This is an optimization exercise on Yosys and OpenROAD, whose aim is small area, a short achievable clock period and few clock cycles, not a production implementation.
Only simulation tests tie the RTL to the original design; equivalence was not proved.
No activity file was given, so power comes from the tool's default toggle rates.

==> flow/design.v (excerpt) <==
module cpu_top (
    input  logic        clk,
    input  logic        rst_n,
    output logic [31:0] mem_addr,
    output logic [31:0] mem_wdata,
    output logic        mem_read,
    output logic        mem_write,
    input  logic [31:0] mem_rdata,
    input  logic        mem_ready,
    output logic        halted,
    output logic [7:0]  cpu_flags
);
    cpu_core u_core (
        .clk(clk), .rst_n(rst_n),
        .mem_addr(mem_addr), .mem_wdata(mem_wdata),
        .mem_read(mem_read), .mem_write(mem_write),
        .mem_rdata(mem_rdata), .mem_ready(mem_ready),
        .halted(halted), .cpu_flags(cpu_flags));
endmodule
Settings: LEC_CHECK=0, CAP_MARGIN=30, CELL_PAD_IN_SITES_DETAIL_PLACEMENT=1, CELL_PAD_IN_SITES_GLOBAL_PLACEMENT=2, CORE_MARGIN=2, CORE_UTILIZATION=40, CTS_CLUSTER_DIAMETER=100, CTS_CLUSTER_SIZE=20, PLACE_DENSITY=0.55, SLEW_MARGIN=20, SYNTH_HIERARCHICAL=1, TNS_END_PERCENT=20; clock period 11.0 ns.
standard.sh (not shown) runs the stock make flow with config.mk's settings and CLKGATE_MAP_FILE= SYNTH_SCRIPT=/design/flow/synth_recipe.tcl, a recipe that flattens the netlist after the stock synthesis.
==> flow/flow/run.sh <==
#!/bin/bash
set -euo pipefail
bash standard.sh synth > synth.log 2>&1
bash standard.sh SETUP_SLACK_MARGIN=6.5 finish > layout.log 2>&1
The starting point ran to the end with no violations.
Testbench counts at the start, summed over its fixed seeds: cycles 31,599.
Rerun with:
--- a/flow/design.v
+++ b/flow/design.v
@@ -196,13 +196,13 @@
             3'd3: d_cond = flags_q[0];
             3'd4: d_cond = ~flags_q[0];
             3'd5: d_cond = flags_q[2];
             3'd6: d_cond = ~flags_q[2];
             default: d_cond = flags_q[2] | flags_q[1];
         endcase
-        d_pred = d_br && ((r_fw || x_fw) ? (~op[0] || mem_rdata[11]) : d_cond);
+        d_pred = d_br && ((r_fw || x_fw) ? ((op[2:0] == 3'd0) || mem_rdata[11]) : d_cond);
     end
     logic [31:2] fq1, xa1, tgt;
     assign fq1 = fa_q + 30'd1;
     assign xa1 = x_a[31:2] + 30'd1;
     logic [31:14] fq1_inc, fq1_dec;
     assign fq1_inc = fq1[31:14] + 18'd1;
Clock power increases by about 4%.
Clock skew hardly moves.
Total power decreases by 0.39%.
Area after synthesis decreases by 0.61%.
Sequential power decreases by about 1%.
Global-route usage decreases by 1.2 points.
Hold slack is about the same.
Setup slack got worse by 73 ps.
Cell area decreases by 1.1%.
Via count decreases by 2.9%.
Non-clock buffer count increases by 2.
Testbench counts after the change, summed over its fixed seeds: cycles 31,909.

--- another note on this design; it stands on its own ---

==> flow/design.v (excerpt) <==
module cpu_top (
    input  logic        clk,
    input  logic        rst_n,
    output logic [31:0] mem_addr,
    output logic [31:0] mem_wdata,
    output logic        mem_read,
    output logic        mem_write,
    input  logic [31:0] mem_rdata,
    input  logic        mem_ready,
    output logic        halted,
    output logic [7:0]  cpu_flags
);
export LEC_CHECK = 0
export CAP_MARGIN = 30
export CELL_PAD_IN_SITES_DETAIL_PLACEMENT = 1
export CELL_PAD_IN_SITES_GLOBAL_PLACEMENT = 2
export CORE_MARGIN = 2
export CORE_UTILIZATION = 40
export CTS_CLUSTER_DIAMETER = 100
export CTS_CLUSTER_SIZE = 20
export PLACE_DENSITY = 0.55
export SLEW_MARGIN = 20
export SYNTH_HIERARCHICAL = 1
export TNS_END_PERCENT = 15
create_clock -name core_clock -period 11.0 [get_ports {clk}]
standard.sh (not shown) runs the stock make flow with config.mk's settings and CLKGATE_MAP_FILE= SYNTH_SCRIPT=/design/flow/synth_recipe.tcl, a recipe that flattens the netlist after the stock synthesis.
==> flow/flow/run.sh <==
#!/bin/bash
set -euo pipefail
bash standard.sh synth > synth.log 2>&1
bash standard.sh SETUP_SLACK_MARGIN=6.9 finish > layout.log 2>&1
Testbench counts at the start, summed over its fixed seeds: cycles 31,599.
Rerun with:
==> flow/flow/run.sh (replaced) <==
#!/bin/bash
set -euo pipefail
bash standard.sh synth > synth.log 2>&1
bash standard.sh SETUP_SLACK_MARGIN=6.7 finish > layout.log 2>&1
- TNS_END_PERCENT: 15 -> 20
Result:
- The changed run ran to the end with no violations
- worst setup slack gets worse by 0.074 ns
- synthesized area does not change
- wire length drops slightly
- power goes down slightly
- critical path depth went down by 5
- non-clock buffer count goes down by 27
- via count is about the same
- combinational power went down by a few percent
- design area fell slightly

[port drivers added, routing unchanged]
In the flow no input, the clock included, has a driving cell. The finished layouts below were timed again as built, in two steps.
Step 1, drivers: a clkbuf_16 drives clk and a buf_2 each remaining input, both assumed.
Step 2 moves the port delays by t, midway between the first and last clock arrival at a register: inputs arrive t later, outputs are due t later. That takes back most of the time a late clock gives input paths.
a / b / c = ideal / step 1 / step 2; a / b = the first two.
run | t (ns) | setup slack, ns | worst hold slack (ns) | clock arrival spread, ns | slew at the worst register clock pin (ns)
the first run of note 1 | 0.828 | 6.330 / 6.318 / 5.623 | 0.427 / 0.427 / 0.427 | 0.055 / 0.055 | 0.10 / 0.10
the second run of note 1 | 0.843 | 6.257 / 6.257 / 5.674 | 0.426 / 0.426 / 0.426 | 0.061 / 0.061 | 0.10 / 0.10
the first run of note 2 | 0.840 | 6.447 / 6.447 / 5.988 | 0.424 / 0.424 / 0.424 | 0.090 / 0.089 | 0.10 / 0.10
the second run of note 2 | 0.833 | 6.374 / 6.374 / 5.772 | 0.430 / 0.430 / 0.430 | 0.102 / 0.101 | 0.10 / 0.10
After both steps setup and hold are still met in every run listed. The setup slack of the first run of note 1, which loses most, moves by -0.012 ns with the drivers and by -0.707 ns with both steps.
